Background: an optimization exercise with open tools, aiming at small area, a short achievable clock period and few clock cycles. Do not read the settings as production practice. Only simulation tests tie the RTL to the original design; equivalence was not proved. The clock input has no modelled driver; a real chip could not lean on it and would need a root buffer or a full tree. Power is estimated from default activity; no workload was simulated.

==> flow/design.v (excerpt) <==
module wildcard_glob_matcher (
    input  wire               clk,
    input  wire               rst_n,
    input  wire               item_valid,
    output logic              item_ready,
    input  wire  [9:0]        item_in,
    output logic              result_valid,
    input  wire               result_ready,
    output logic [1:0]        result
);
Size in the first run: about 720 flip-flops, about 18 I/O pins.
Settings: LEC_CHECK=0, CAP_MARGIN=20, CORE_MARGIN=2, CORE_UTILIZATION=60, CTS_BUF_LIST=sky130_fd_sc_hd__clkbuf_8 sky130_fd_sc_hd__clkbuf_16, CTS_CLUSTER_DIAMETER=100, CTS_CLUSTER_SIZE=24, SETUP_SLACK_MARGIN=1.6, SLEW_MARGIN=20, TNS_END_PERCENT=3; clock period 3.0 ns.
standard.sh (not shown) runs the stock make flow with config.mk's settings and CLKGATE_MAP_FILE= SYNTH_SCRIPT=/design/flow/synth_recipe.tcl, a recipe that flattens the netlist after the stock synthesis.
==> flow/flow/run.sh <==
#!/bin/bash
# Standard layout; after clock tree synthesis the tree's root buffer is taken out so the clock
# port drives the tree's first level directly, each first-level buffer is split in two by where
# its loads sit, and timing is repaired (instead of in cts).
set -euo pipefail
export BUFFER_PORTS_ARGS="-buffer_cell sky130_fd_sc_hd__buf_4"
export SKIP_CTS_REPAIR_TIMING=1
export POST_CTS_TCL="$PWD/flow/post_cts.tcl"
bash standard.sh > standard_flow.log 2>&1
Other scripts of this flow, unchanged in this note and not shown: flow/flow/post_cts.tcl
Testbench counts at the start, summed over its fixed seeds: cycles 56,359.
Then changed:
Settings changed: CTS_CLUSTER_SIZE 24 to 30, PLACE_DENSITY from default to 0.8.
Effect: Worst hold slack improves by 0.15 ns. Combinational power falls by 2.6%. Global-route usage rises by 0.77 points. Synthesized cell count stays the same.
Then changed:
Settings changed: GPL_TIMING_DRIVEN from default to 0, PLACE_DENSITY 0.8 to default.
What happened: Clock skew increases by 0.014 ns. Worst setup slack is worse by 0.040 ns. Power increases by about 2%. Synthesized cell count stays the same. Synthesized area is unchanged.

---

wildcard_glob_matcher again, from the RTL that the note above started with.
export LEC_CHECK = 0
export CAP_MARGIN = 20
export CORE_MARGIN = 2
export CORE_UTILIZATION = 60
export CTS_BUF_LIST = sky130_fd_sc_hd__clkbuf_8 sky130_fd_sc_hd__clkbuf_16
export CTS_CLUSTER_DIAMETER = 100
export CTS_CLUSTER_SIZE = 30
export SETUP_SLACK_MARGIN = 1.7
export SLEW_MARGIN = 20
export TNS_END_PERCENT = 10
create_clock -name core_clock -period 3.0 [get_ports {clk}]
==> flow/flow/run.sh <==
#!/bin/bash
# Standard layout; after clock tree synthesis the tree's root buffer is taken out so the clock
# port drives the tree's first level directly, each first-level buffer is split in two by where
# its loads sit, and timing is repaired (instead of in cts).
set -euo pipefail
export BUFFER_PORTS_ARGS="-buffer_cell sky130_fd_sc_hd__buf_4"
export SKIP_CTS_REPAIR_TIMING=1
export SKIP_INCREMENTAL_REPAIR=1
export POST_CTS_TCL="$PWD/flow/post_cts.tcl"
bash standard.sh > standard_flow.log 2>&1
Other scripts of this flow, unchanged in this note and not shown: flow/flow/post_cts.tcl
The first run produced a clean layout.
Testbench counts at the start, summed over its fixed seeds: cycles 56,359.
Edit:
--- a/flow/flow/run.sh
+++ b/flow/flow/run.sh
@@ -7,3 +7,3 @@
 export SKIP_CTS_REPAIR_TIMING=1
-export SKIP_INCREMENTAL_REPAIR=1
+export CTS_ARGS="-sink_clustering_enable -repair_clock_nets -sink_clustering_size 30 -sink_clustering_max_diameter 100 -buf_list {sky130_fd_sc_hd__clkbuf_8 sky130_fd_sc_hd__clkbuf_16} -dont_use_dummy_load"
 export POST_CTS_TCL="$PWD/flow/post_cts.tcl"
- SETUP_SLACK_MARGIN: 1.7 -> 1.6
- TNS_END_PERCENT: 10 -> 3
Effect:
- The new run finished clean
- via count is lower by about 4%
- area after synthesis stays the same
- utilization is lower by 3.9 points
Edit:
--- a/flow/flow/run.sh
+++ b/flow/flow/run.sh
@@ -7,3 +7,2 @@
 export SKIP_CTS_REPAIR_TIMING=1
-export CTS_ARGS="-sink_clustering_enable -repair_clock_nets -sink_clustering_size 30 -sink_clustering_max_diameter 100 -buf_list {sky130_fd_sc_hd__clkbuf_8 sky130_fd_sc_hd__clkbuf_16} -dont_use_dummy_load"
 export POST_CTS_TCL="$PWD/flow/post_cts.tcl"
- CORE_UTILIZATION: 60 -> 55
Cell count rose by 3.0%.
Power rose by about 3%.
Worst setup slack degrades by 15 ps.
Edit:
- CORE_UTILIZATION: 55 -> 70
- PLACE_DENSITY: default -> 0.8
Result:
- fmax went down by a few percent
- worst setup slack got worse by 73 ps
- routed wire length went up slightly
- sequential share of layout area went down by 0.69 points
- total power went down slightly
- final area went up slightly
- first-iteration DRC count went up by well over a third
Edit:
- CORE_UTILIZATION: 70 -> 60
- PLACE_DENSITY: 0.8 -> default
- SETUP_SLACK_MARGIN: 1.6 -> 1.65
- TNS_END_PERCENT: 3 -> 2
Via count went down by 5.6%.
Combinational power went down by about 2%.
Clock power went up by about 3%.
Design area went down by 1.4%.
Sequential share of layout area went up by 0.78 points.
Clock skew went up by 8.9 ps.
Wire length went down by 4.2%.
Critical path depth went up by 4.
Edit:
- SETUP_SLACK_MARGIN: 1.65 -> 1.5
- TNS_END_PERCENT: 2 -> default
Worst hold slack got worse by 7.8 ps.
Setup slack got worse by 7.7 ps.
Wire length went up by 11%.
Die area stays the same.
Core utilization went up by 3.8 points.

separate check: timing with driven ports:
How much do the figures lean on ideal ports? The routed layouts below were timed once more, with nothing changed but the port constraints. Step 1, drivers: a clkbuf_16 drives clk and a buf_2 each remaining input, both assumed. Step 2 times the ports against the registers' clock, not the clock port: input delays grow and output delays shrink by t, the midpoint of the rising clock arrivals with the driver on. a / b / c = ideal / step 1 / step 2; a / b = the first two.
run | t, ns | setup WS [ns] | worst slew at a driven data input, ns
the first run of note 1 | 0.598 | 1.335 / 1.259 / 0.925 | 0.04
the second run of note 1 | 0.496 | 1.350 / 1.263 / 1.044 | 0.05
the third run of note 1 | 0.511 | 1.310 / 1.310 / 1.099 | 0.04
the first run of note 2 | 0.504 | 1.373 / 1.328 / 1.109 | 0.04
the second run of note 2 | 0.486 | 1.388 / 1.336 / 1.080 | 0.04
the third run of note 2 | 0.501 | 1.374 / 1.343 / 1.143 | 0.04
the fourth run of note 2 | 0.495 | 1.300 / 1.300 / 1.052 | 0.06
the fifth run of note 2 | 0.498 | 1.380 / 1.341 / 1.168 | 0.03
the sixth run of note 2 | 0.504 | 1.372 / 1.325 / 1.057 | 0.04
After both steps setup and hold are still met in every run listed. The setup slack of the first run of note 1, which loses most, moves by -0.076 ns with the drivers and by -0.410 ns with both steps.
